This is an optimization exercise on Yosys and OpenROAD, whose aim is a short achievable clock period and few clock cycles per item, not a production implementation. Where RTL was checked, it was by simulation tests only, not by an equivalence proof against the original. Function not checked in run 2: the RTL went through the layout flow alone.

File: flow/run.sh
#!/bin/bash
# synth_recipe.tcl (not shown) runs the flow's synth.tcl, then flattens the netlist and writes it again
# the make line also repeats each setting of config.mk as NAME=value (left out here)
make -C /OpenROAD-flow-scripts/flow DESIGN_CONFIG=/design/flow/config.mk WORK_HOME=/design/flow/orfs CLKGATE_MAP_FILE= SYNTH_SCRIPT=/design/flow/synth_recipe.tcl finish
File: flow/design.v
`default_nettype none
package bqf_pkg;
  localparam int SAMPLE_W   = 16;
  localparam int COEF_FRAC  = 15;
  localparam int COEF_W     = 18;
  localparam int INIT_W     = 32;
  localparam int CFG_DATA_W = 32;
  localparam int CFG_IDX_W  = 3;
  localparam int MULT_W     = COEF_W + 4;
  localparam int NMAG       = 9;
  localparam int NDIG       = 4;
  localparam int W          = 36;
  localparam logic signed [COEF_W-1:0] COEF_ONE =
    {{(COEF_W-COEF_FRAC-1){1'b0}}, 1'b1, {COEF_FRAC{1'b0}}};
  localparam int OQ_DEPTH   = 8;
  localparam int CREDITS    = 8;
endpackage
`default_nettype wire
`default_nettype none
module bqf_cfg (
  input  wire logic                                      clk_i,
  input  wire logic                                      rst_ni,
  input  wire logic                                      cfg_we_i,
  input  wire logic [bqf_pkg::CFG_IDX_W-1:0]             cfg_idx_i,
  input  wire logic [bqf_pkg::CFG_DATA_W-1:0]            cfg_wdata_i,
  output logic [bqf_pkg::COEF_W-1:0]                     b0_o,
  output logic [bqf_pkg::COEF_W-1:0]                     b1_o,
  output logic [bqf_pkg::COEF_W-1:0]                     b2_o,
  output logic [bqf_pkg::NMAG-1:0][bqf_pkg::MULT_W-1:0]  ta1_o,
  output logic [bqf_pkg::NMAG-1:0][bqf_pkg::MULT_W-1:0]  ta2_o,
  output logic [bqf_pkg::W-1:0]                          init1h_o,
  output logic signed [bqf_pkg::INIT_W-1:0]              init2_o,
  output logic [bqf_pkg::W-1:0]                          ka1h_o,
  output logic [bqf_pkg::W-1:0]                          ka1l_o,
  output logic [bqf_pkg::W-1:0]                          ka2h_o,
  output logic [bqf_pkg::W-1:0]                          ka2l_o,
  output logic [5:0][bqf_pkg::W-1:0]                     ra1_o,
  output logic [5:0][bqf_pkg::W-1:0]                     ra2_o
);
  localparam int CW = bqf_pkg::COEF_W;
  localparam int MW = bqf_pkg::MULT_W;
  localparam int NM = bqf_pkg::NMAG;
  localparam int DW = bqf_pkg::W;
  localparam logic [DW-1:0] RND_HALF = DW'(1) << (bqf_pkg::COEF_FRAC - 1);
  localparam logic [DW-1:0] BIAS4 = (DW'(1) << (MW - 1)) + (DW'(1) << (MW + 3)) +
                                    (DW'(1) << (MW + 7)) + (DW'(1) << (MW + 11));
  logic signed [CW-1:0] b0_q, b1_q, b2_q, a1_q, a2_q;
  logic signed [bqf_pkg::INIT_W-1:0] init1_q, init2_q;
  always_ff @(posedge clk_i or negedge rst_ni) begin
    if (!rst_ni) begin
      b0_q    <= bqf_pkg::COEF_ONE;
      b1_q    <= '0;
      b2_q    <= '0;
      a1_q    <= '0;
      a2_q    <= '0;
      init1_q <= '0;
      init2_q <= '0;
    end else if (cfg_we_i) begin
      case (cfg_idx_i)
        3'd0: b0_q    <= cfg_wdata_i[CW-1:0];
        3'd1: b1_q    <= cfg_wdata_i[CW-1:0];
        3'd2: b2_q    <= cfg_wdata_i[CW-1:0];
        3'd3: a1_q    <= cfg_wdata_i[CW-1:0];
        3'd4: a2_q    <= cfg_wdata_i[CW-1:0];
        3'd5: init1_q <= cfg_wdata_i;
        3'd6: init2_q <= cfg_wdata_i;
        default: ;
      endcase
    end
  end
  assign init2_o = init2_q;
  assign b0_o    = b0_q;
  assign b1_o    = b1_q;
  assign b2_o    = b2_q;
  logic [NM-1:0][MW-1:0] ta1_q, ta2_q;
  logic [DW-1:0]         a1w, a2w;
  logic [DW-1:0]         init1h_q, ka1h_q, ka1l_q, ka2h_q, ka2l_q;
  assign a1w = DW'(a1_q);
  assign a2w = DW'(a2_q);
  logic [MW-1:0] pa1_q, pa2_q;
  always_ff @(posedge clk_i) begin
    pa1_q <= MW'(a1_q);
    pa2_q <= MW'(a2_q);
  end
  function automatic logic [MW-1:0] mult(input logic [MW-1:0] w, input int k);
    logic [MW-1:0] r;
    case (k)
      1:       r = w;
      2:       r = w << 1;
      3:       r = w + (w << 1);
      4:       r = w << 2;
      5:       r = w + (w << 2);
      6:       r = (w << 1) + (w << 2);
      7:       r = (w << 3) - w;
      8:       r = w << 3;
      default: r = '0;
    endcase
    mult = r;
  endfunction
  always_ff @(posedge clk_i) begin
    for (int k = 0; k < NM; k++) begin
      ta1_q[k] <= mult(pa1_q, k);
      ta2_q[k] <= mult(pa2_q, k);
    end
    init1h_q <= DW'(init1_q) + RND_HALF;
    ka1h_q   <= a1w - (a1w << 15);
    ka1l_q   <= a1w << 15;
    ka2h_q   <= a2w - (a2w << 15);
    ka2l_q   <= a2w << 15;
  end
  logic [DW-1:0] c1a_q, c2a_q, n1a_q, n2a_q;
  logic [5:0][DW-1:0] ra1_q, ra2_q;
  always_ff @(posedge clk_i) begin
    c1a_q <= ~a1w + (DW'(1) - BIAS4 - BIAS4);
    c2a_q <= ~a2w + (DW'(1) - BIAS4 - BIAS4);
    n1a_q <= ~(a1w << 16) + DW'(1);
    n2a_q <= ~(a2w << 16) + DW'(1);
  end
  always_ff @(posedge clk_i) begin
    ra1_q[0] <= n1a_q + (DW'(0) - BIAS4 - BIAS4);
    ra1_q[1] <= n1a_q + c1a_q;
    ra1_q[2] <= DW'(0) - BIAS4 - BIAS4;
    ra1_q[3] <= c1a_q;
    ra1_q[4] <= (a1w << 16) + (DW'(0) - BIAS4 - BIAS4);
    ra1_q[5] <= (a1w << 16) + c1a_q;
    ra2_q[0] <= n2a_q + (DW'(0) - BIAS4 - BIAS4);
    ra2_q[1] <= n2a_q + c2a_q;
    ra2_q[2] <= DW'(0) - BIAS4 - BIAS4;
    ra2_q[3] <= c2a_q;
    ra2_q[4] <= (a2w << 16) + (DW'(0) - BIAS4 - BIAS4);
    ra2_q[5] <= (a2w << 16) + c2a_q;
  end
  assign ta1_o    = ta1_q;
  assign ta2_o    = ta2_q;
  assign ra1_o    = ra1_q;
  assign ra2_o    = ra2_q;
  assign init1h_o = init1h_q;
  assign ka1h_o   = ka1h_q;
  assign ka1l_o   = ka1l_q;
  assign ka2h_o   = ka2h_q;
  assign ka2l_o   = ka2l_q;
endmodule
`default_nettype wire
`default_nettype none
module bqf_ctrl (
  input  wire logic                         clk_i,
  input  wire logic                         rst_ni,
  input  wire logic                         in_valid_i,
  input  wire logic                         cfg_we_i,
  output logic                              in_stall_o,
  output logic                              accept_o,
  input  wire logic                         y_valid_i,
  input  wire logic [bqf_pkg::SAMPLE_W-1:0] y_i,
  input  wire logic                         y_sat_i,
  output logic                              out_valid_o,
  input  wire logic                         out_stall_i,
  output logic [bqf_pkg::SAMPLE_W-1:0]      sample_out_o,
  output logic                              saturated_o
);
  localparam int D  = bqf_pkg::OQ_DEPTH;
  localparam int PW = 3;   
  localparam int CR = bqf_pkg::CREDITS;
  localparam int CW = 4;   
  localparam int EW = bqf_pkg::SAMPLE_W + 1;
  logic [CW-1:0] cnt_q, cnt_d;
  logic          stall_q, stall_d;
  logic          take;
  assign in_stall_o = stall_q;
  assign accept_o   = in_valid_i && !stall_q;
  assign take       = out_valid_o && !out_stall_i;
  always_comb begin
    cnt_d = cnt_q;
    if (accept_o && !take)      cnt_d = cnt_q + CW'(1);
    else if (!accept_o && take) cnt_d = cnt_q - CW'(1);
    stall_d = (cnt_d >= CW'(CR)) || cfg_we_i;
  end
  always_ff @(posedge clk_i or negedge rst_ni) begin
    if (!rst_ni) begin
      cnt_q   <= '0;
      stall_q <= 1'b0;
    end else begin
      cnt_q   <= cnt_d;
      stall_q <= stall_d;
    end
  end
  logic [D-1:0][EW-1:0] buf_q;
  logic [PW-1:0]        wp_q, rp_q;
  logic [PW:0]          bcnt_q;
  logic                 head_v_q;
  logic [EW-1:0]        head_q;
  logic                 head_free, bempty, pop, push;
  assign bempty    = (bcnt_q == '0);
  assign head_free = !head_v_q || !out_stall_i;
  assign pop       = head_free && !bempty;
  assign push      = y_valid_i && !(head_free && bempty);
  always_ff @(posedge clk_i) begin
    if (y_valid_i) buf_q[wp_q] <= {y_sat_i, y_i};
  end
  always_ff @(posedge clk_i) begin
    if (head_free) head_q <= bempty ? {y_sat_i, y_i} : buf_q[rp_q];
  end
  always_ff @(posedge clk_i or negedge rst_ni) begin
    if (!rst_ni) begin
      wp_q     <= '0;
      rp_q     <= '0;
      bcnt_q   <= '0;
      head_v_q <= 1'b0;
    end else begin
      if (push) wp_q <= wp_q + PW'(1);
      if (pop)  rp_q <= rp_q + PW'(1);
      if (push && !pop)      bcnt_q <= bcnt_q + (PW+1)'(1);
      else if (pop && !push) bcnt_q <= bcnt_q - (PW+1)'(1);
      if (head_free) head_v_q <= !bempty || y_valid_i;
    end
  end
  assign out_valid_o  = head_v_q;
  assign sample_out_o = head_q[bqf_pkg::SAMPLE_W-1:0];
  assign saturated_o  = head_q[bqf_pkg::SAMPLE_W];
endmodule
`default_nettype wire
`default_nettype none
module bqf_pp (
  input  wire logic [bqf_pkg::SAMPLE_W-1:0]                  y_i,
  input  wire logic [bqf_pkg::NMAG-1:0][bqf_pkg::MULT_W-1:0] tab_i,
  output logic [bqf_pkg::NDIG-1:0][bqf_pkg::W-1:0]           row_o,
  output logic [bqf_pkg::W-1:0]                              hot_o
);
  localparam int MW = bqf_pkg::MULT_W;
  localparam int W  = bqf_pkg::W;
  logic [bqf_pkg::SAMPLE_W:0] yx;
  assign yx = {y_i, 1'b0};
  always_comb begin
    hot_o = '0;
    for (int i = 0; i < bqf_pkg::NDIG; i++) begin
      logic [MW-1:0] m, b;
      logic          inv;
      case (yx[4*i +: 5])
        5'b00000: m = tab_i[0];
        5'b00001: m = tab_i[1];
        5'b00010: m = tab_i[1];
        5'b00011: m = tab_i[2];
        5'b00100: m = tab_i[2];
        5'b00101: m = tab_i[3];
        5'b00110: m = tab_i[3];
        5'b00111: m = tab_i[4];
        5'b01000: m = tab_i[4];
        5'b01001: m = tab_i[5];
        5'b01010: m = tab_i[5];
        5'b01011: m = tab_i[6];
        5'b01100: m = tab_i[6];
        5'b01101: m = tab_i[7];
        5'b01110: m = tab_i[7];
        5'b01111: m = tab_i[8];
        5'b10000: m = tab_i[8];
        5'b10001: m = tab_i[7];
        5'b10010: m = tab_i[7];
        5'b10011: m = tab_i[6];
        5'b10100: m = tab_i[6];
        5'b10101: m = tab_i[5];
        5'b10110: m = tab_i[5];
        5'b10111: m = tab_i[4];
        5'b11000: m = tab_i[4];
        5'b11001: m = tab_i[3];
        5'b11010: m = tab_i[3];
        5'b11011: m = tab_i[2];
        5'b11100: m = tab_i[2];
        5'b11101: m = tab_i[1];
        5'b11110: m = tab_i[1];
        5'b11111: m = tab_i[0];
        default: m = tab_i[0];
      endcase
      inv = !yx[4*i+4];
      b   = m ^ {MW{inv}};
      row_o[i] = W'({~b[MW-1], b[MW-2:0]}) << (4 * i);
      hot_o[4*i] = inv;
    end
  end
endmodule
module bqf_csa (
  input  wire logic [bqf_pkg::W-1:0] a_i,
  input  wire logic [bqf_pkg::W-1:0] b_i,
  input  wire logic [bqf_pkg::W-1:0] c_i,
  output logic [bqf_pkg::W-1:0]      s_o,
  output logic [bqf_pkg::W-1:0]      c_o
);
  logic [bqf_pkg::W-1:0] p, maj;
  assign p   = a_i ^ b_i;
  assign s_o = p ^ c_i;
  assign maj = (p & c_i) | (~p & a_i);
  assign c_o = {maj[bqf_pkg::W-2:0], 1'b0};
endmodule
module bqf_c42 (
  input  wire logic [3:0][bqf_pkg::W-1:0] r_i,
  output logic [bqf_pkg::W-1:0]           s_o,
  output logic [bqf_pkg::W-1:0]           c_o
);
  logic [bqf_pkg::W-1:0] s1, c1;
  bqf_csa u_a (.a_i(r_i[0]), .b_i(r_i[1]), .c_i(r_i[2]), .s_o(s1), .c_o(c1));
  bqf_csa u_b (.a_i(s1), .b_i(c1), .c_i(r_i[3]), .s_o(s_o), .c_o(c_o));
endmodule
module bqf_ltree (
  input  wire logic [bqf_pkg::NDIG-1:0][bqf_pkg::W-1:0] pa_i,
  input  wire logic [bqf_pkg::NDIG-1:0][bqf_pkg::W-1:0] pb_i,
  input  wire logic [bqf_pkg::W-1:0]                    ka_i,
  input  wire logic [bqf_pkg::W-1:0]                    kb_i,
  input  wire logic [bqf_pkg::W-1:0]                    late_i,
  output logic [bqf_pkg::W-1:0]                         s_o,
  output logic [bqf_pkg::W-1:0]                         c_o
);
  logic [bqf_pkg::W-1:0] s1, c1, s2, c2, s3, c3, s4, c4, s5, c5, s6, c6, s7, c7, s8, c8;
  bqf_csa u_l1a (.a_i(pa_i[0]), .b_i(pa_i[1]), .c_i(pa_i[2]), .s_o(s1), .c_o(c1));
  bqf_csa u_l1b (.a_i(pa_i[3]), .b_i(pb_i[0]), .c_i(pb_i[1]), .s_o(s2), .c_o(c2));
  bqf_csa u_l1c (.a_i(pb_i[2]), .b_i(pb_i[3]), .c_i(ka_i),    .s_o(s3), .c_o(c3));
  bqf_csa u_l2a (.a_i(s1), .b_i(c1), .c_i(s2), .s_o(s4), .c_o(c4));
  bqf_csa u_l2b (.a_i(c2), .b_i(s3), .c_i(c3), .s_o(s5), .c_o(c5));
  bqf_csa u_l3a (.a_i(s4), .b_i(c4), .c_i(s5),     .s_o(s6), .c_o(c6));
  bqf_csa u_l3b (.a_i(c5), .b_i(kb_i), .c_i(late_i), .s_o(s7), .c_o(c7));
  bqf_csa u_l4  (.a_i(s6), .b_i(c6), .c_i(s7), .s_o(s8), .c_o(c8));
  bqf_csa u_l5  (.a_i(s8), .b_i(c8), .c_i(c7), .s_o(s_o), .c_o(c_o));
endmodule
module bqf_xmul (
  input  wire logic [bqf_pkg::COEF_W-1:0]   b_i,
  input  wire logic [bqf_pkg::SAMPLE_W-1:0] x_i,
  output logic [bqf_pkg::W-1:0]             s_o,
  output logic [bqf_pkg::W-1:0]             c_o
);
  localparam int W  = bqf_pkg::W;
  localparam int CW = bqf_pkg::COEF_W;
  localparam int NJ = bqf_pkg::SAMPLE_W / 2;
  logic [bqf_pkg::SAMPLE_W:0] xx;
  logic [NJ-1:0][W-1:0]       row;
  logic [W-1:0]               hot;
  assign xx = {x_i, 1'b0};
  always_comb begin
    hot = '0;
    for (int j = 0; j < NJ; j++) begin
      logic one, two, neg;
      logic [CW:0] mag, pp;
      one = xx[2*j+1] ^ xx[2*j];
      two = (xx[2*j+2] & ~xx[2*j+1] & ~xx[2*j]) | (~xx[2*j+2] & xx[2*j+1] & xx[2*j]);
      neg = xx[2*j+2] & ~(xx[2*j+1] & xx[2*j]);
      mag = one ? {b_i[CW-1], b_i} : two ? {b_i, 1'b0} : '0;
      pp  = neg ? ~mag : mag;
      row[j] = W'({~pp[CW], pp[CW-1:0]}) << (2 * j);
      hot[2*j] = neg;
    end
  end
  logic [W-1:0] s1, c1, s2, c2, s3, c3, s4, c4, s5, c5, s6, c6;
  bqf_csa u_a (.a_i(row[0]), .b_i(row[1]), .c_i(row[2]), .s_o(s1), .c_o(c1));
  bqf_csa u_b (.a_i(row[3]), .b_i(row[4]), .c_i(row[5]), .s_o(s2), .c_o(c2));
  bqf_csa u_c (.a_i(row[6]), .b_i(row[7]), .c_i(hot),    .s_o(s3), .c_o(c3));
  bqf_csa u_d (.a_i(s1), .b_i(c1), .c_i(s2), .s_o(s4), .c_o(c4));
  bqf_csa u_e (.a_i(c2), .b_i(s3), .c_i(c3), .s_o(s5), .c_o(c5));
  bqf_csa u_f (.a_i(s4), .b_i(c4), .c_i(s5), .s_o(s6), .c_o(c6));
  bqf_csa u_g (.a_i(s6), .b_i(c6), .c_i(c5), .s_o(s_o), .c_o(c_o));
endmodule
module bqf_datapath (
  input  wire logic                                          clk_i,
  input  wire logic                                          rst_ni,
  input  wire logic                                          accept_i,
  input  wire logic signed [bqf_pkg::SAMPLE_W-1:0]           sample_in_i,
  input  wire logic                                          start_block_i,
  input  wire logic [bqf_pkg::COEF_W-1:0]                    b0_i,
  input  wire logic [bqf_pkg::COEF_W-1:0]                    b1_i,
  input  wire logic [bqf_pkg::COEF_W-1:0]                    b2_i,
  input  wire logic [bqf_pkg::NMAG-1:0][bqf_pkg::MULT_W-1:0] ta1_i,
  input  wire logic [bqf_pkg::NMAG-1:0][bqf_pkg::MULT_W-1:0] ta2_i,
  input  wire logic [bqf_pkg::W-1:0]                         ka1h_i,
  input  wire logic [bqf_pkg::W-1:0]                         ka1l_i,
  input  wire logic [bqf_pkg::W-1:0]                         ka2h_i,
  input  wire logic [bqf_pkg::W-1:0]                         ka2l_i,
  input  wire logic [5:0][bqf_pkg::W-1:0]                   ra1_i,
  input  wire logic [5:0][bqf_pkg::W-1:0]                   ra2_i,
  input  wire logic [bqf_pkg::W-1:0]                         init1h_i,
  input  wire logic signed [bqf_pkg::INIT_W-1:0]             init2_i,
  output logic                                               y_valid_o,
  output logic [bqf_pkg::SAMPLE_W-1:0]                       y_o,
  output logic                                               y_sat_o
);
  localparam int W  = bqf_pkg::W;
  localparam int SW = bqf_pkg::SAMPLE_W;
  localparam int ND = bqf_pkg::NDIG;
  localparam int MW = bqf_pkg::MULT_W;
  localparam logic [W-1:0] RND_HALF = W'(1) << (bqf_pkg::COEF_FRAC - 1);
  localparam logic [W-1:0] BIAS4 = (W'(1) << (MW - 1)) + (W'(1) << (MW + 3)) +
                                   (W'(1) << (MW + 7)) + (W'(1) << (MW + 11));
  localparam logic [W-1:0] BIASX = (W'(1) << 18) + (W'(1) << 20) + (W'(1) << 22) +
                                   (W'(1) << 24) + (W'(1) << 26) + (W'(1) << 28) +
                                   (W'(1) << 30) + (W'(1) << 32);
  logic [SW-1:0] x_q;
  logic          x_sb_q;
  logic          x_v_q;
  always_ff @(posedge clk_i) begin
    x_q    <= sample_in_i;
    x_sb_q <= start_block_i;
  end
  always_ff @(posedge clk_i or negedge rst_ni) begin
    if (!rst_ni) x_v_q <= 1'b0;
    else         x_v_q <= accept_i;
  end
  logic [W-1:0] p0s_d, p0c_d, p1s_d, p1c_d, p2s_d, p2c_d;
  bqf_xmul u_m0 (.b_i(b0_i), .x_i(x_q), .s_o(p0s_d), .c_o(p0c_d));
  bqf_xmul u_m1 (.b_i(b1_i), .x_i(x_q), .s_o(p1s_d), .c_o(p1c_d));
  bqf_xmul u_m2 (.b_i(b2_i), .x_i(x_q), .s_o(p2s_d), .c_o(p2c_d));
  logic [W-1:0] m_p0s_q, m_p0c_q, m_p1s_q, m_p1c_q, m_p2s_q, m_p2c_q;
  logic         m_sb_q;
  logic         m_v_q;
  always_ff @(posedge clk_i) begin
    m_p0s_q <= p0s_d;
    m_p0c_q <= p0c_d;
    m_p1s_q <= p1s_d;
    m_p1c_q <= p1c_d;
    m_p2s_q <= p2s_d;
    m_p2c_q <= p2c_d;
    m_sb_q  <= x_sb_q;
  end
  always_ff @(posedge clk_i or negedge rst_ni) begin
    if (!rst_ni) m_v_q <= 1'b0;
    else         m_v_q <= x_v_q;
  end
  logic [W-1:0] p_full, pi_full;
  logic [W-1:0] pis, pic;
  logic [W-1:0] init2_ext;
  assign init2_ext = W'(init2_i);
  assign p_full    = m_p0s_q + m_p0c_q + (RND_HALF - BIASX);
  bqf_csa u_pi (.a_i(m_p0s_q), .b_i(m_p0c_q), .c_i(init1h_i - BIASX), .s_o(pis), .c_o(pic));
  assign pi_full   = pis + pic;
  logic [W-1:0] a_p_q, a_pi_q, a_b1x_q, a_b2x_q;
  logic         a_sb_q;
  logic         a_v_q;
  always_ff @(posedge clk_i) begin
    a_p_q   <= m_v_q ? p_full : '0;
    a_pi_q  <= pi_full;
    a_b1x_q <= m_p1s_q + m_p1c_q - BIASX;
    a_b2x_q <= m_p2s_q + m_p2c_q - BIASX;
    a_sb_q  <= m_sb_q;
  end
  always_ff @(posedge clk_i or negedge rst_ni) begin
    if (!rst_ni) a_v_q <= 1'b0;
    else         a_v_q <= m_v_q;
  end
  logic [W-1:0] sa_q, sb_q, sa_d, sb_d;
  logic [W-1:0] d2a_q, d2b_q, d2a_d, d2b_d;
  logic [W-1:0] l_b1x_q, l_b2x_q;
  logic         l_full_q;
  logic [29:0] cg_q, cp_q;
  always_ff @(posedge clk_i) begin
    cg_q <= sa_d[29:0] & sb_d[29:0];
    cp_q <= sa_d[29:0] | sb_d[29:0];
  end
  logic [W-1:0]  s_sum;
  logic          sat_hi, sat_lo;
  logic [SW-1:0] y_cur;
  assign s_sum  = {sa_q[W-1:30], cp_q} + {sb_q[W-1:30], cg_q};
  assign sat_hi = !s_sum[W-1] && (s_sum[W-2:30] != '0);
  assign sat_lo =  s_sum[W-1] && (s_sum[W-2:30] != '1);
  assign y_cur  = sat_hi ? 16'h7fff : sat_lo ? 16'h8000 : s_sum[30:15];
  logic [15:0] lsum, hs0, hs1;
  logic        cin, c30_0, c30_1;
  logic        m0_pos, m0_neg, m1_pos, m1_neg;
  assign lsum  = {1'b0, cp_q[14:0]} + {1'b0, cg_q[14:0]};
  assign hs0   = {1'b0, cp_q[29:15]} + {1'b0, cg_q[29:15]};
  assign hs1   = {1'b0, cp_q[29:15]} + {1'b0, cg_q[29:15]} + 16'd1;
  assign cin   = lsum[15];
  assign c30_0 = hs0[15];
  assign c30_1 = hs1[15];
  assign m0_pos = !sa_q[30] && !sb_q[30] &&  c30_0;
  assign m0_neg =  sa_q[30] &&  sb_q[30] && !c30_0;
  assign m1_pos = !sa_q[30] && !sb_q[30] &&  c30_1;
  assign m1_neg =  sa_q[30] &&  sb_q[30] && !c30_1;
  logic [ND-1:0][W-1:0] pa1, pb1, pa2, pb2;
  logic [W-1:0]         ha1, hb1, ha2, hb2;
  logic [15:0] sai_q, sbi_q;
  always_ff @(posedge clk_i) begin
    sai_q <= ~sa_d[30:15];
    sbi_q <= ~sb_d[30:15];
  end
  bqf_pp u_pa1 (.y_i(~sai_q), .tab_i(ta1_i), .row_o(pa1), .hot_o(ha1));
  bqf_pp u_pb1 (.y_i(~sbi_q), .tab_i(ta1_i), .row_o(pb1), .hot_o(hb1));
  bqf_pp u_pa2 (.y_i(sa_q[30:15]), .tab_i(ta2_i), .row_o(pa2), .hot_o(ha2));
  bqf_pp u_pb2 (.y_i(sb_q[30:15]), .tab_i(ta2_i), .row_o(pb2), .hot_o(hb2));
  logic [W-1:0] k1a, k1b, k0s, k0c;
  bqf_c42 u_k0 (.r_i({a_p_q, l_b1x_q, d2a_q, d2b_q}), .s_o(k0s), .c_o(k0c));
  bqf_c42 u_k1 (.r_i({k0s, k0c, ha1, hb1}), .s_o(k1a), .c_o(k1b));
  logic [W-1:0] k2a, k2b;
  bqf_csa u_k2 (.a_i(l_b2x_q), .b_i(ha2), .c_i(hb2), .s_o(k2a), .c_o(k2b));
  logic [W-1:0] late1, late2, l10, l11, l20, l21;
  always_comb begin
    if (m0_pos)      begin l10 = ra1_i[4]; l20 = ra2_i[4]; end
    else if (m0_neg) begin l10 = ra1_i[0]; l20 = ra2_i[0]; end
    else             begin l10 = ra1_i[2]; l20 = ra2_i[2]; end
    if (m1_pos)      begin l11 = ra1_i[5]; l21 = ra2_i[5]; end
    else if (m1_neg) begin l11 = ra1_i[1]; l21 = ra2_i[1]; end
    else             begin l11 = ra1_i[3]; l21 = ra2_i[3]; end
    late1 = cin ? l11 : l10;
    late2 = cin ? l21 : l20;
  end
  logic [W-1:0] t1a, t1b, t2a, t2b;
  bqf_ltree u_t1 (.pa_i(pa1), .pb_i(pb1), .ka_i(k1a), .kb_i(k1b), .late_i(late1),
                  .s_o(t1a), .c_o(t1b));
  bqf_ltree u_t2 (.pa_i(pa2), .pb_i(pb2), .ka_i(k2a), .kb_i(k2b), .late_i(late2),
                  .s_o(t2a), .c_o(t2b));
  logic [W-1:0] h1a, h1b, l1a, l1b;
  bqf_csa u_h1 (.a_i(k0s), .b_i(k0c), .c_i(ka1h_i), .s_o(h1a), .c_o(h1b));
  bqf_csa u_l1 (.a_i(k0s), .b_i(k0c), .c_i(ka1l_i), .s_o(l1a), .c_o(l1b));
  logic [W-1:0] fa, fb;
  bqf_csa u_fx (.a_i({sa_q[W-1:30], cp_q}), .b_i({sb_q[W-1:30], cg_q}), .c_i(a_p_q),
                .s_o(fa), .c_o(fb));
  logic         z_q;
  logic         sbn, use_tree;
  logic [W-1:0] oa, ob, o2a, o2b;
  assign sbn      = a_v_q && a_sb_q;
  assign use_tree = l_full_q && !sat_hi && !sat_lo && !sbn;
  always_comb begin
    if (sbn) begin
      oa  = a_pi_q;    ob  = '0;
      o2a = init2_ext; o2b = '0;
    end else if (l_full_q) begin
      if (sat_hi) begin
        oa  = h1a;     ob  = h1b;
        o2a = l_b2x_q; o2b = ka2h_i;
      end else begin
        oa  = l1a;     ob  = l1b;
        o2a = l_b2x_q; o2b = ka2l_i;
      end
    end else begin
      oa  = z_q ? a_p_q : fa;
      ob  = z_q ? '0    : fb;
      o2a = z_q ? '0    : d2a_q ^ d2b_q;
      o2b = z_q ? '0    : {d2a_q[W-2:0] & d2b_q[W-2:0], 1'b0};
    end
    sa_d  = use_tree ? t1a : oa;
    sb_d  = use_tree ? t1b : ob;
    d2a_d = use_tree ? t2a : o2a;
    d2b_d = use_tree ? t2b : o2b;
  end
  always_ff @(posedge clk_i) begin
    sa_q  <= sa_d;
    sb_q  <= sb_d;
    d2a_q <= d2a_d;
    d2b_q <= d2b_d;
  end
  always_ff @(posedge clk_i or negedge rst_ni) begin
    if (!rst_ni) begin
      l_full_q <= 1'b0;
      z_q      <= 1'b1;
    end else begin
      l_full_q <= a_v_q;
      if (a_v_q) z_q <= 1'b0;
    end
  end
  always_ff @(posedge clk_i) begin
    l_b1x_q <= a_b1x_q;
    l_b2x_q <= a_b2x_q;
  end
  assign y_valid_o = l_full_q;
  assign y_o       = y_cur;
  assign y_sat_o   = sat_hi | sat_lo;
endmodule
`default_nettype wire
`default_nettype none
module biquad_iir_filter (
  input  wire logic                                clk_i,
  input  wire logic                                rst_ni,
  input  wire logic                                cfg_we_i,
  input  wire logic [bqf_pkg::CFG_IDX_W-1:0]       cfg_idx_i,
  input  wire logic [bqf_pkg::CFG_DATA_W-1:0]      cfg_wdata_i,
  input  wire logic                                in_valid_i,
  output logic                                     in_stall_o,
  input  wire logic signed [bqf_pkg::SAMPLE_W-1:0] sample_in_i,
  input  wire logic                                start_block_i,
  output logic                                     out_valid_o,
  input  wire logic                                out_stall_i,
  output logic signed [bqf_pkg::SAMPLE_W-1:0]      sample_out_o,
  output logic                                     saturated_o
);
  logic [bqf_pkg::NMAG-1:0][bqf_pkg::MULT_W-1:0] ta1, ta2;
  logic [bqf_pkg::COEF_W-1:0]                    b0, b1, b2;
  logic [bqf_pkg::W-1:0]                         init1h;
  logic signed [bqf_pkg::INIT_W-1:0]             init2;
  logic [bqf_pkg::W-1:0]                         ka1h, ka1l, ka2h, ka2l;
  logic [5:0][bqf_pkg::W-1:0]                    ra1, ra2;
  logic                                          accept;
  logic                                          y_valid;
  logic [bqf_pkg::SAMPLE_W-1:0]                  y;
  logic                                          y_sat;
  logic [bqf_pkg::SAMPLE_W-1:0]                  sample_out;
  bqf_cfg u_cfg (
    .clk_i       (clk_i),
    .rst_ni      (rst_ni),
    .cfg_we_i    (cfg_we_i),
    .cfg_idx_i   (cfg_idx_i),
    .cfg_wdata_i (cfg_wdata_i),
    .b0_o        (b0),
    .b1_o        (b1),
    .b2_o        (b2),
    .ta1_o       (ta1),
    .ta2_o       (ta2),
    .init1h_o    (init1h),
    .init2_o     (init2),
    .ka1h_o      (ka1h),
    .ka1l_o      (ka1l),
    .ka2h_o      (ka2h),
    .ka2l_o      (ka2l),
    .ra1_o       (ra1),
    .ra2_o       (ra2)
  );
  bqf_ctrl u_ctrl (
    .clk_i        (clk_i),
    .rst_ni       (rst_ni),
    .in_valid_i   (in_valid_i),
    .cfg_we_i     (cfg_we_i),
    .in_stall_o   (in_stall_o),
    .accept_o     (accept),
    .y_valid_i    (y_valid),
    .y_i          (y),
    .y_sat_i      (y_sat),
    .out_valid_o  (out_valid_o),
    .out_stall_i  (out_stall_i),
    .sample_out_o (sample_out),
    .saturated_o  (saturated_o)
  );
  assign sample_out_o = sample_out;
  bqf_datapath u_datapath (
    .clk_i         (clk_i),
    .rst_ni        (rst_ni),
    .accept_i      (accept),
    .sample_in_i   (sample_in_i),
    .start_block_i (start_block_i),
    .b0_i          (b0),
    .b1_i          (b1),
    .b2_i          (b2),
    .ta1_i         (ta1),
    .ta2_i         (ta2),
    .ka1h_i        (ka1h),
    .ka1l_i        (ka1l),
    .ka2h_i        (ka2h),
    .ka2l_i        (ka2l),
    .ra1_i         (ra1),
    .ra2_i         (ra2),
    .init1h_i      (init1h),
    .init2_i       (init2),
    .y_valid_o     (y_valid),
    .y_o           (y),
    .y_sat_o       (y_sat)
  );
endmodule
`default_nettype wire
File: flow/config.mk
export PLATFORM = sky130hd
export DESIGN_NAME = biquad_iir_filter
export DESIGN_NICKNAME = biquad_iir_filter
export VERILOG_FILES = /design/flow/design.v
export SDC_FILE = /design/flow/constraint.sdc
export NUM_CORES = 4
export LEC_CHECK = 0
export CAP_MARGIN = 20
export CELL_PAD_IN_SITES_DETAIL_PLACEMENT = 1
export CELL_PAD_IN_SITES_GLOBAL_PLACEMENT = 1
export CORE_MARGIN = 2
export CORE_UTILIZATION = 25
export PLACE_DENSITY = 0.45
export SETUP_SLACK_MARGIN = 5
export SLEW_MARGIN = 20
File: flow/constraint.sdc
create_clock -name core_clock -period 10.0 [get_ports {clk_i}]
set_input_delay 2.0000 -clock core_clock [delete_from_list [all_inputs] [get_ports {clk_i}]]
set_output_delay 2.0000 -clock core_clock [all_outputs]
set_load 0.01 [all_outputs]
==> flow_summary.toml, run 1 <==
[drt]
routed_wl_um = 644000
via_per_inst = 5.33
num_vias = 113000
drt_iter0_drc = 9147
drc = 0
dr.pass1.iters = 7
avgRoutedWirePerCell_um = 30.3
postRouteAntennaNets = 0

[worst_setup_path]
slowest_stage = "fa_1"
crit_path_max_incr_delay_ns = 0.55
required_ns = 10.75
start_kind = "flip-flop"
worstPathCellList = "ha_4 -> inv_2 -> fa_2 -> xor2_2 -> a2111oi_4 -> o211ai_1 -> nor4_2 -> nand4_1 -> nor3b_4 -> buf_12 -> mux2i_4 -> buf_12 -> mux2i_1 -> nand2_1 -> o21ai_2 -> a21oi_4 -> fa_1 -> buf_4 -> buf_6 -> maj3_2 -> maj3_2 -> o21ai_4 -> nand2_1"
cp.arrival_ns = 6.14
criticalPathCategory = "reg2reg"
endpoint_kind = "flip-flop"
cp_max_fo = 4

[sta]
slew_violations = 0
finalHoldViolations = 0
max_freq_ghz = 0.186
fin_tns_setup_ns = 0
slew-limit-headroom_pct = 16.5
rsz0062_at_grt = "yes"
fin_crit_ns = 5.39
clock_skew_ns = 0.0985
worst_pin_slew_ns = 1.25
finalSetupViolations = 0
period_share_pct = 53.9
setup_slack_ns = 4.61

[clock_network]
clkTransAtPathRegs_ns = 0.06
tritoncts = "done"
ctsHoldBuffers = 0
htree_levels = 4
cts_made_buffers = 188
cts.sink_count = 1434
clockBufferDepth = 4
root_buffer = "clkbuf_16"
insertion_delay_ns = 0.95

[synth]
netlist_area_sq_um = 125000
synthCells = 14600
synth_flop_cell = "dfxtp_1"
ys_warn_count = 5
synth.distinct_cells = 130
synth_seq_cells = 1434
async_flop_share_pct = 12.2
synth_edf_count = 153
yosysSeqAreaShare_pct = 24.8
syn_area_per_cell_sq_um = 8.58

[place]
hpwlAfterDp_um = 465000
place_area_sq_um = 133000
dp_slack_ns = 3.19
gp_congestion = 0.919
numPortBuffers = 75

[floorplan]
die-area_sq_um = 507000
ios = 76
rows = 260
core_region_area_sq_um = 500000
initial_core_util_pct = 25.0
die_h_um = 712
die_w_um = 712

[global_route]
grt_max_degree = 159
grt_antenna_before_repair = 38
grtUsageTotal_pct = 24.2
grt_pass1_vias = 112000
grt_first_pass_wirelength_um = 892000
grt_overflow_total = 0

[min_path]
hp-class = "reg2reg"

[layout]
area_growth_pct = 16.9
fillers = 57900
drive_above_1_share_pct = 14.6
final_util_pct = 29.3
final_common_cell = "xnor2_1"
final_cell_mix = "xnor2_1, nand2_1, dfxtp_1"
nets = 15300
fin_area_sq_um = 146000

[job]
cap_violations = 0

[run_status]
status = "complete, no violations"
## layout make-up
type | instances | area [sq um] | share of cell area [%]
timing repair buffer | 667 | 6290 | 4.29
tap | 6681 | 8360 | 5.71
clock buffer | 248 | 5280 | 3.60
clock inverter | 97 | 1260 | 0.860
sequential | 1434 | 31300 | 21.3
antenna | 32 | 80.1 | 0.0547
multi-input combinational | 11400 | 91600 | 62.5
inverter | 617 | 2350 | 1.61
## cells by family after synthesis
family | Yosys count | synth area share (%)
XOR/XNOR | 2608 | 19.3
AND/OR/NAND/NOR | 3198 | 11.8
other | 1 | 0.00299
multiplexers | 609 | 5.50
AO/OA/AOI/OAI | 3608 | 19.8
buffers and inverters | 1732 | 5.55
adder cells (fa/ha/maj) | 1412 | 13.2
flip-flops | 1434 | 24.8
## metrics by stage
step	instances	hold WS, ns
6_report	21200	0.307
3_5_place_dp	20600	0.313
5_1_grt	21200	0.322
4_1_cts	21100	0.317
2_1_floorplan	14600	0.310
3_3_place_gp	20600	0.310
## sequential cells by signal, indices dropped and copies added (netlist names), 36 cells and up
signal,count
u_datapath.l_b1x_q,36
u_datapath.a_p_q,36
u_datapath.l_b2x_q,36
u_ctrl.buf_q,136
u_datapath.d2a_q,36
u_cfg.ta2_q,74
u_cfg.ra2_q,89
u_cfg.ta1_q,74
u_datapath.a_b1x_q,36
u_datapath.a_pi_q,36
u_cfg.ra1_q,89
u_datapath.d2b_q,36
u_datapath.a_b2x_q,36
## worst max-delay path, delay by kind of cell (launching register included)
kind                     cells  cell delay, ns
buffers and inverters        5            0.63
multiplexers                 2            0.44
flip-flops                   1            0.35
AND/OR/NAND/NOR              5            0.95
adder cells (fa/ha/maj)      5            1.80
XOR/XNOR                     1            0.18
AO/OA/AOI/OAI                5            0.88
## layer usage
metal | wire [um] | global-route usage, % | part of all wire [%]
met1 | 287000 | 32.5 | 45
met4 | 35500 | 11.1 | 5.5
met2 | 283000 | 38.3 | 44
met3 | 38200 | 3.40 | 5.9
met5 | 150 | 0 | 0.023
## final timing paths
check                                                       to  cells after the start                            from  slack (ns)
worst max-delay path               u_datapath.cp_q[24]$_DFF_P_                     23     u_datapath.cg_q[15]$_DFF_P_        4.61
worst min-delay path            u_datapath.l_b2x_q[27]$_DFF_P_                      0  u_datapath.a_b2x_q[27]$_DFF_P_        0.31
worst max register to register     u_datapath.cp_q[24]$_DFF_P_                     23     u_datapath.cg_q[15]$_DFF_P_        4.61
worst min register to register  u_datapath.l_b2x_q[27]$_DFF_P_                      0  u_datapath.a_b2x_q[27]$_DFF_P_        0.31
max in group asynchronous        u_datapath.l_full_q$_DFF_PN0_                      3                          rst_ni        6.84
min in group asynchronous            u_cfg.b1_q[0]$_DFFE_PN0P_                      1                          rst_ni        1.06
## Yosys cell counts, types with 50 or more instances
master | instances | area [sq um]
dfxtp_1 | 1106 | 22100
o2111ai_1 | 55 | 482
nand2_1 | 1224 | 4590
xnor2_1 | 1750 | 15300
xor2_1 | 757 | 6630
dfrtp_1 | 173 | 4330
xor3_1 | 50 | 1190
inv_1 | 600 | 2250
mux2_2 | 260 | 2930
nor3b_1 | 60 | 450
a31oi_1 | 69 | 432
a21o_1 | 125 | 938
a21oi_1 | 673 | 3370
buf_1 | 166 | 623
nor3_1 | 198 | 991
nor2_1 | 871 | 3270
a222oi_1 | 70 | 701
nor2b_1 | 111 | 694
o21a_1 | 99 | 743
buf_2 | 171 | 856
a21boi_0 | 77 | 578
o22ai_1 | 104 | 651
a22o_1 | 219 | 1920
and2_1 | 80 | 500
maj3_1 | 515 | 5150
and3_1 | 57 | 357
nand4_1 | 55 | 344
o21ai_0 | 784 | 3920
clkbuf_1 | 723 | 2710
a221oi_1 | 204 | 1790
a22oi_1 | 384 | 2880
ha_1 | 844 | 10600
nand2b_1 | 59 | 369
o211ai_1 | 201 | 1510
mux2i_1 | 309 | 3090
nand3_1 | 202 | 1010
a211oi_1 | 86 | 646
edfxtp_1 | 153 | 4590
## what timing repair did
| action | CTS | global route |
|---|---|---|
| pin swaps | 172 | 213 |
| gates cloned | 16 | 13 |
| resized for setup | 546 | 468 |
| endpoints found under the setup margin | 353 | 354 |
| setup buffers | 134 | 79 |
Testbench counts, summed over its fixed seeds: cycles 2,088, items 2,048.
==> run 2: changes to the inputs <==
--- a/flow/design.v
+++ b/flow/design.v
@@ -7,7 +7,7 @@
   localparam int CFG_DATA_W = 32;
   localparam int CFG_IDX_W  = 3;
   localparam int MULT_W     = COEF_W + 4;
-  localparam int NMAG       = 9;
+  localparam int NTAB       = 17;
   localparam int NDIG       = 4;
   localparam int W          = 36;
   localparam logic signed [COEF_W-1:0] COEF_ONE =
@@ -26,8 +26,8 @@
   output logic [bqf_pkg::COEF_W-1:0]                     b0_o,
   output logic [bqf_pkg::COEF_W-1:0]                     b1_o,
   output logic [bqf_pkg::COEF_W-1:0]                     b2_o,
-  output logic [bqf_pkg::NMAG-1:0][bqf_pkg::MULT_W-1:0]  ta1_o,
-  output logic [bqf_pkg::NMAG-1:0][bqf_pkg::MULT_W-1:0]  ta2_o,
+  output logic [bqf_pkg::NTAB-1:0][bqf_pkg::MULT_W-1:0]  ta1_o,
+  output logic [bqf_pkg::NTAB-1:0][bqf_pkg::MULT_W-1:0]  ta2_o,
   output logic [bqf_pkg::W-1:0]                          init1h_o,
   output logic signed [bqf_pkg::INIT_W-1:0]              init2_o,
   output logic [bqf_pkg::W-1:0]                          ka1h_o,
@@ -39,7 +39,7 @@
 );
   localparam int CW = bqf_pkg::COEF_W;
   localparam int MW = bqf_pkg::MULT_W;
-  localparam int NM = bqf_pkg::NMAG;
+  localparam int NT = bqf_pkg::NTAB;
   localparam int DW = bqf_pkg::W;
   localparam logic [DW-1:0] RND_HALF = DW'(1) << (bqf_pkg::COEF_FRAC - 1);
   localparam logic [DW-1:0] BIAS4 = (DW'(1) << (MW - 1)) + (DW'(1) << (MW + 3)) +
@@ -72,19 +72,23 @@
   assign b0_o    = b0_q;
   assign b1_o    = b1_q;
   assign b2_o    = b2_q;
-  logic [NM-1:0][MW-1:0] ta1_q, ta2_q;
+  logic [NT-1:0][MW-1:0] ta1_q, ta2_q;
   logic [DW-1:0]         a1w, a2w;
   logic [DW-1:0]         init1h_q, ka1h_q, ka1l_q, ka2h_q, ka2l_q;
   assign a1w = DW'(a1_q);
   assign a2w = DW'(a2_q);
   logic [MW-1:0] pa1_q, pa2_q;
+  logic [MW-1:0] na1_q, na2_q;
   always_ff @(posedge clk_i) begin
     pa1_q <= MW'(a1_q);
     pa2_q <= MW'(a2_q);
+    na1_q <= ~(MW'(a1_q)) + MW'(1);
+    na2_q <= ~(MW'(a2_q)) + MW'(1);
   end
-  function automatic logic [MW-1:0] mult(input logic [MW-1:0] w, input int k);
+  function automatic logic [MW-1:0] mult(input logic [MW-1:0] w, input logic [MW-1:0] n,
+                                          input int d);
     logic [MW-1:0] r;
-    case (k)
+    case (d)
       1:       r = w;
       2:       r = w << 1;
       3:       r = w + (w << 1);
@@ -93,14 +97,22 @@
       6:       r = (w << 1) + (w << 2);
       7:       r = (w << 3) - w;
       8:       r = w << 3;
+      -1:      r = n;
+      -2:      r = n << 1;
+      -3:      r = n + (n << 1);
+      -4:      r = n << 2;
+      -5:      r = n + (n << 2);
+      -6:      r = (n << 1) + (n << 2);
+      -7:      r = (n << 3) - n;
+      -8:      r = n << 3;
       default: r = '0;
     endcase
-    mult = r;
+    mult = r ^ (MW'(1) << (MW - 1));
   endfunction
   always_ff @(posedge clk_i) begin
-    for (int k = 0; k < NM; k++) begin
-      ta1_q[k] <= mult(pa1_q, k);
-      ta2_q[k] <= mult(pa2_q, k);
+    for (int k = 0; k < NT; k++) begin
+      ta1_q[k] <= mult(pa1_q, na1_q, 8 - k);
+      ta2_q[k] <= mult(pa2_q, na2_q, 8 - k);
     end
     init1h_q <= DW'(init1_q) + RND_HALF;
     ka1h_q   <= a1w - (a1w << 15);
@@ -158,9 +170,9 @@
   output logic                              saturated_o
 );
   localparam int D  = bqf_pkg::OQ_DEPTH;
-  localparam int PW = 3;   
+  localparam int PW = $clog2(D);
   localparam int CR = bqf_pkg::CREDITS;
-  localparam int CW = 4;   
+  localparam int CW = $clog2(CR + 1);
   localparam int EW = bqf_pkg::SAMPLE_W + 1;
   logic [CW-1:0] cnt_q, cnt_d;
   logic          stall_q, stall_d;
@@ -221,58 +233,53 @@
 `default_nettype none
 module bqf_pp (
   input  wire logic [bqf_pkg::SAMPLE_W-1:0]                  y_i,
-  input  wire logic [bqf_pkg::NMAG-1:0][bqf_pkg::MULT_W-1:0] tab_i,
-  output logic [bqf_pkg::NDIG-1:0][bqf_pkg::W-1:0]           row_o,
-  output logic [bqf_pkg::W-1:0]                              hot_o
+  input  wire logic                                          cin_i,
+  input  wire logic [bqf_pkg::NTAB-1:0][bqf_pkg::MULT_W-1:0] tab_i,
+  output logic [bqf_pkg::NDIG-1:0][bqf_pkg::W-1:0]           row_o
 );
   localparam int MW = bqf_pkg::MULT_W;
   localparam int W  = bqf_pkg::W;
   logic [bqf_pkg::SAMPLE_W:0] yx;
-  assign yx = {y_i, 1'b0};
+  assign yx = {y_i, cin_i};
   always_comb begin
-    hot_o = '0;
     for (int i = 0; i < bqf_pkg::NDIG; i++) begin
-      logic [MW-1:0] m, b;
-      logic          inv;
+      logic [MW-1:0] m;
       case (yx[4*i +: 5])
-        5'b00000: m = tab_i[0];
-        5'b00001: m = tab_i[1];
-        5'b00010: m = tab_i[1];
-        5'b00011: m = tab_i[2];
-        5'b00100: m = tab_i[2];
-        5'b00101: m = tab_i[3];
-        5'b00110: m = tab_i[3];
-        5'b00111: m = tab_i[4];
-        5'b01000: m = tab_i[4];
-        5'b01001: m = tab_i[5];
-        5'b01010: m = tab_i[5];
-        5'b01011: m = tab_i[6];
-        5'b01100: m = tab_i[6];
-        5'b01101: m = tab_i[7];
-        5'b01110: m = tab_i[7];
-        5'b01111: m = tab_i[8];
-        5'b10000: m = tab_i[8];
-        5'b10001: m = tab_i[7];
-        5'b10010: m = tab_i[7];
-        5'b10011: m = tab_i[6];
-        5'b10100: m = tab_i[6];
-        5'b10101: m = tab_i[5];
-        5'b10110: m = tab_i[5];
+        5'b00000: m = tab_i[8];
+        5'b00001: m = tab_i[9];
+        5'b00010: m = tab_i[9];
+        5'b00011: m = tab_i[10];
+        5'b00100: m = tab_i[10];
+        5'b00101: m = tab_i[11];
+        5'b00110: m = tab_i[11];
+        5'b00111: m = tab_i[12];
+        5'b01000: m = tab_i[12];
+        5'b01001: m = tab_i[13];
+        5'b01010: m = tab_i[13];
+        5'b01011: m = tab_i[14];
+        5'b01100: m = tab_i[14];
+        5'b01101: m = tab_i[15];
+        5'b01110: m = tab_i[15];
+        5'b01111: m = tab_i[16];
+        5'b10000: m = tab_i[0];
+        5'b10001: m = tab_i[1];
+        5'b10010: m = tab_i[1];
+        5'b10011: m = tab_i[2];
+        5'b10100: m = tab_i[2];
+        5'b10101: m = tab_i[3];
+        5'b10110: m = tab_i[3];
         5'b10111: m = tab_i[4];
         5'b11000: m = tab_i[4];
-        5'b11001: m = tab_i[3];
-        5'b11010: m = tab_i[3];
-        5'b11011: m = tab_i[2];
-        5'b11100: m = tab_i[2];
-        5'b11101: m = tab_i[1];
-        5'b11110: m = tab_i[1];
-        5'b11111: m = tab_i[0];
-        default: m = tab_i[0];
+        5'b11001: m = tab_i[5];
+        5'b11010: m = tab_i[5];
+        5'b11011: m = tab_i[6];
+        5'b11100: m = tab_i[6];
+        5'b11101: m = tab_i[7];
+        5'b11110: m = tab_i[7];
+        5'b11111: m = tab_i[8];
+        default: m = tab_i[8];
       endcase
-      inv = !yx[4*i+4];
-      b   = m ^ {MW{inv}};
-      row_o[i] = W'({~b[MW-1], b[MW-2:0]}) << (4 * i);
-      hot_o[4*i] = inv;
+      row_o[i] = W'(m) << (4 * i);
     end
   end
 endmodule
@@ -363,8 +370,8 @@
   input  wire logic [bqf_pkg::COEF_W-1:0]                    b0_i,
   input  wire logic [bqf_pkg::COEF_W-1:0]                    b1_i,
   input  wire logic [bqf_pkg::COEF_W-1:0]                    b2_i,
-  input  wire logic [bqf_pkg::NMAG-1:0][bqf_pkg::MULT_W-1:0] ta1_i,
-  input  wire logic [bqf_pkg::NMAG-1:0][bqf_pkg::MULT_W-1:0] ta2_i,
+  input  wire logic [bqf_pkg::NTAB-1:0][bqf_pkg::MULT_W-1:0] ta1_i,
+  input  wire logic [bqf_pkg::NTAB-1:0][bqf_pkg::MULT_W-1:0] ta2_i,
   input  wire logic [bqf_pkg::W-1:0]                         ka1h_i,
   input  wire logic [bqf_pkg::W-1:0]                         ka1l_i,
   input  wire logic [bqf_pkg::W-1:0]                         ka2h_i,
@@ -443,69 +450,45 @@
   logic [W-1:0] d2a_q, d2b_q, d2a_d, d2b_d;
   logic [W-1:0] l_b1x_q, l_b2x_q;
   logic         l_full_q;
-  logic [29:0] cg_q, cp_q;
-  always_ff @(posedge clk_i) begin
-    cg_q <= sa_d[29:0] & sb_d[29:0];
-    cp_q <= sa_d[29:0] | sb_d[29:0];
-  end
   logic [W-1:0]  s_sum;
   logic          sat_hi, sat_lo;
   logic [SW-1:0] y_cur;
-  assign s_sum  = {sa_q[W-1:30], cp_q} + {sb_q[W-1:30], cg_q};
+  assign s_sum  = sa_q + sb_q;
   assign sat_hi = !s_sum[W-1] && (s_sum[W-2:30] != '0);
   assign sat_lo =  s_sum[W-1] && (s_sum[W-2:30] != '1);
   assign y_cur  = sat_hi ? 16'h7fff : sat_lo ? 16'h8000 : s_sum[30:15];
-  logic [15:0] lsum, hs0, hs1;
-  logic        cin, c30_0, c30_1;
-  logic        m0_pos, m0_neg, m1_pos, m1_neg;
-  assign lsum  = {1'b0, cp_q[14:0]} + {1'b0, cg_q[14:0]};
-  assign hs0   = {1'b0, cp_q[29:15]} + {1'b0, cg_q[29:15]};
-  assign hs1   = {1'b0, cp_q[29:15]} + {1'b0, cg_q[29:15]} + 16'd1;
+  logic [31:0] vsum;
+  logic [15:0] lsum;
+  logic        cin;
+  logic        m_pos, m_neg;
+  assign lsum  = {1'b0, sa_q[14:0]} + {1'b0, sb_q[14:0]};
   assign cin   = lsum[15];
-  assign c30_0 = hs0[15];
-  assign c30_1 = hs1[15];
-  assign m0_pos = !sa_q[30] && !sb_q[30] &&  c30_0;
-  assign m0_neg =  sa_q[30] &&  sb_q[30] && !c30_0;
-  assign m1_pos = !sa_q[30] && !sb_q[30] &&  c30_1;
-  assign m1_neg =  sa_q[30] &&  sb_q[30] && !c30_1;
+  assign vsum  = {sa_q[30], sa_q[30:0]} + {sb_q[30], sb_q[30:0]};
+  assign m_pos = !vsum[31] &&  vsum[30];
+  assign m_neg =  vsum[31] && !vsum[30];
+  logic [W-1:0] k1a, k1b;
+  bqf_c42 u_k1 (.r_i({a_p_q, l_b1x_q, d2a_q, d2b_q}), .s_o(k1a), .c_o(k1b));
   logic [ND-1:0][W-1:0] pa1, pb1, pa2, pb2;
-  logic [W-1:0]         ha1, hb1, ha2, hb2;
-  logic [15:0] sai_q, sbi_q;
-  always_ff @(posedge clk_i) begin
-    sai_q <= ~sa_d[30:15];
-    sbi_q <= ~sb_d[30:15];
-  end
-  bqf_pp u_pa1 (.y_i(~sai_q), .tab_i(ta1_i), .row_o(pa1), .hot_o(ha1));
-  bqf_pp u_pb1 (.y_i(~sbi_q), .tab_i(ta1_i), .row_o(pb1), .hot_o(hb1));
-  bqf_pp u_pa2 (.y_i(sa_q[30:15]), .tab_i(ta2_i), .row_o(pa2), .hot_o(ha2));
-  bqf_pp u_pb2 (.y_i(sb_q[30:15]), .tab_i(ta2_i), .row_o(pb2), .hot_o(hb2));
-  logic [W-1:0] k1a, k1b, k0s, k0c;
-  bqf_c42 u_k0 (.r_i({a_p_q, l_b1x_q, d2a_q, d2b_q}), .s_o(k0s), .c_o(k0c));
-  bqf_c42 u_k1 (.r_i({k0s, k0c, ha1, hb1}), .s_o(k1a), .c_o(k1b));
-  logic [W-1:0] k2a, k2b;
-  bqf_csa u_k2 (.a_i(l_b2x_q), .b_i(ha2), .c_i(hb2), .s_o(k2a), .c_o(k2b));
-  logic [W-1:0] late1, late2, l10, l11, l20, l21;
+  bqf_pp u_pa1 (.y_i(sa_q[30:15]), .cin_i(1'b0), .tab_i(ta1_i), .row_o(pa1));
+  bqf_pp u_pb1 (.y_i(sb_q[30:15]), .cin_i(1'b0), .tab_i(ta1_i), .row_o(pb1));
+  bqf_pp u_pa2 (.y_i(sa_q[30:15]), .cin_i(1'b0), .tab_i(ta2_i), .row_o(pa2));
+  bqf_pp u_pb2 (.y_i(sb_q[30:15]), .cin_i(1'b0), .tab_i(ta2_i), .row_o(pb2));
+  logic [W-1:0] late1, late2;
   always_comb begin
-    if (m0_pos)      begin l10 = ra1_i[4]; l20 = ra2_i[4]; end
-    else if (m0_neg) begin l10 = ra1_i[0]; l20 = ra2_i[0]; end
-    else             begin l10 = ra1_i[2]; l20 = ra2_i[2]; end
-    if (m1_pos)      begin l11 = ra1_i[5]; l21 = ra2_i[5]; end
-    else if (m1_neg) begin l11 = ra1_i[1]; l21 = ra2_i[1]; end
-    else             begin l11 = ra1_i[3]; l21 = ra2_i[3]; end
-    late1 = cin ? l11 : l10;
-    late2 = cin ? l21 : l20;
+    if (m_pos)      begin late1 = ra1_i[4 + 32'(cin)]; late2 = ra2_i[4 + 32'(cin)]; end
+    else if (m_neg) begin late1 = ra1_i[0 + 32'(cin)]; late2 = ra2_i[0 + 32'(cin)]; end
+    else            begin late1 = ra1_i[2 + 32'(cin)]; late2 = ra2_i[2 + 32'(cin)]; end
   end
   logic [W-1:0] t1a, t1b, t2a, t2b;
   bqf_ltree u_t1 (.pa_i(pa1), .pb_i(pb1), .ka_i(k1a), .kb_i(k1b), .late_i(late1),
                   .s_o(t1a), .c_o(t1b));
-  bqf_ltree u_t2 (.pa_i(pa2), .pb_i(pb2), .ka_i(k2a), .kb_i(k2b), .late_i(late2),
+  bqf_ltree u_t2 (.pa_i(pa2), .pb_i(pb2), .ka_i(l_b2x_q), .kb_i('0), .late_i(late2),
                   .s_o(t2a), .c_o(t2b));
   logic [W-1:0] h1a, h1b, l1a, l1b;
-  bqf_csa u_h1 (.a_i(k0s), .b_i(k0c), .c_i(ka1h_i), .s_o(h1a), .c_o(h1b));
-  bqf_csa u_l1 (.a_i(k0s), .b_i(k0c), .c_i(ka1l_i), .s_o(l1a), .c_o(l1b));
+  bqf_csa u_h1 (.a_i(k1a), .b_i(k1b), .c_i(ka1h_i), .s_o(h1a), .c_o(h1b));
+  bqf_csa u_l1 (.a_i(k1a), .b_i(k1b), .c_i(ka1l_i), .s_o(l1a), .c_o(l1b));
   logic [W-1:0] fa, fb;
-  bqf_csa u_fx (.a_i({sa_q[W-1:30], cp_q}), .b_i({sb_q[W-1:30], cg_q}), .c_i(a_p_q),
-                .s_o(fa), .c_o(fb));
+  bqf_csa u_fx (.a_i(sa_q), .b_i(sb_q), .c_i(a_p_q), .s_o(fa), .c_o(fb));
   logic         z_q;
   logic         sbn, use_tree;
   logic [W-1:0] oa, ob, o2a, o2b;
@@ -574,7 +557,7 @@
   output logic signed [bqf_pkg::SAMPLE_W-1:0]      sample_out_o,
   output logic                                     saturated_o
 );
-  logic [bqf_pkg::NMAG-1:0][bqf_pkg::MULT_W-1:0] ta1, ta2;
+  logic [bqf_pkg::NTAB-1:0][bqf_pkg::MULT_W-1:0] ta1, ta2;
   logic [bqf_pkg::COEF_W-1:0]                    b0, b1, b2;
   logic [bqf_pkg::W-1:0]                         init1h;
   logic signed [bqf_pkg::INIT_W-1:0]             init2;
--- a/flow/config.mk
+++ b/flow/config.mk
@@ -6,10 +6,8 @@
 export NUM_CORES = 4
 export LEC_CHECK = 0
 export CAP_MARGIN = 20
-export CELL_PAD_IN_SITES_DETAIL_PLACEMENT = 1
-export CELL_PAD_IN_SITES_GLOBAL_PLACEMENT = 1
 export CORE_MARGIN = 2
 export CORE_UTILIZATION = 25
-export PLACE_DENSITY = 0.45
+export MIN_ROUTING_LAYER = met2
 export SETUP_SLACK_MARGIN = 5
 export SLEW_MARGIN = 20
==> run 2 against run 1 <==
The flow now stops in 5_1_grt. Area after synthesis up 14%. Synthesized cell count up 19%.
==> flow_summary.toml, run 2 <==
[synth]
synth_flop_cell = "dfxtp_1"
ys_warn_count = 5
synthTopCellsByArea = "dfxtp_1, xnor2_1, ha_1"
synth_seq_cells = 1506
async_flop_share_pct = 11.6
yosysTopAreaCellShare_pct = 16.6
synthTopCellsByCount = "xnor2_1, nand2_1, nor2_1"
yosysMostFrequentCell = "xnor2_1"
yosysSeqAreaShare_pct = 22.8
synth.distinct_cells = 121
synth_edf_count = 153
synthCells = 17300
netlist_area_sq_um = 142000
syn_area_per_cell_sq_um = 8.22
synth_top_cell_by_area = "dfxtp_1"

[clock_network]
htree_levels = 4
root_buffer = "clkbuf_16"
clockBufferDepth = 4
ctsHoldBuffers = 0
cts.sink_count = 1506
cts_made_buffers = 187

[global_route]
grt_overflow_total = 14900
grtUsageTotal_pct = 75.7
grt_max_degree = 98
grt_first_pass_wirelength_um = 1990000
grt_pass1_vias = 251000

[floorplan]
rows = 277
die_w_um = 759
initial_core_util_pct = 25.1
die_h_um = 759
ios = 76

[place]
numPortBuffers = 75
hpwlAfterDp_um = 770000
gp_congestion = 1.51
place_area_sq_um = 155000

[run_status]
status = "did not finish"
first-error = "[ERROR GRT-0116] Global routing finished with congestion. Check the congestion regions in the DRC Viewer."
lastStage = "5_1_grt"
[run 2: worst max path at each step]
stage                                  endpoint  slack (ns)
CTS                 u_datapath.sb_q[18]$_DFF_P_        4.85
floorplan           u_datapath.sb_q[34]$_DFF_P_        5.01
detailed placement  u_datapath.sb_q[18]$_DFF_P_        2.76
global placement    u_datapath.sb_q[18]$_DFF_P_        2.09
[run 2: through the flow]
stage	cells	setup slack (ns)
2_1_floorplan	17300	5.01
3_3_place_gp	24300	2.09
3_5_place_dp	24400	2.76
4_1_cts	25000	4.85
[run 2: cell families after synthesis]
kind of cell	share of synthesized area (%)
mux	7.08
flops	22.8
xor+xnor	15.3
other cells	0.00263
simple gates	13.6
fa+ha+maj	12.5
buf+inv	6.19
compound gates	22.5
[run 2: repair_timing]
action | in CTS
pin swaps | 187
buffers inserted | 292
resized for setup | 854
gates cloned | 20
setup endpoints to repair | 321
[run 2: per-layer routing]
layer  overflow  track usage, %
met5        552            60.5
met1          -               -
met4       2373            65.6
met3       6591            81.1
met2       5391            77.8

[afterwards: timing with drivers on the ports]
No port has a modelled driver above. Below, the same layout with a new extraction and two added sets of constraints.
Step 1 sets driving cells, clkbuf_16 on the clock port and buf_2 on the other inputs (assumed; they add their load-dependent delay and slew).
Step 2 also shifts input and output timing later by t, the mid clock arrival at the registers, as if the neighbouring blocks saw the same clock.
Three values: ideal, step 1, step 2; two values: the first two.
run: run 1
t, ns: 1.018
setup WS [ns]: 4.612 / 4.612 / 4.612
latest minus earliest clock arrival (ns): 0.103 / 0.103
After both steps run 1 still meets setup and hold. For run 1, drivers alone change the setup slack by 0.000 ns; drivers and shift together by 0.000 ns.
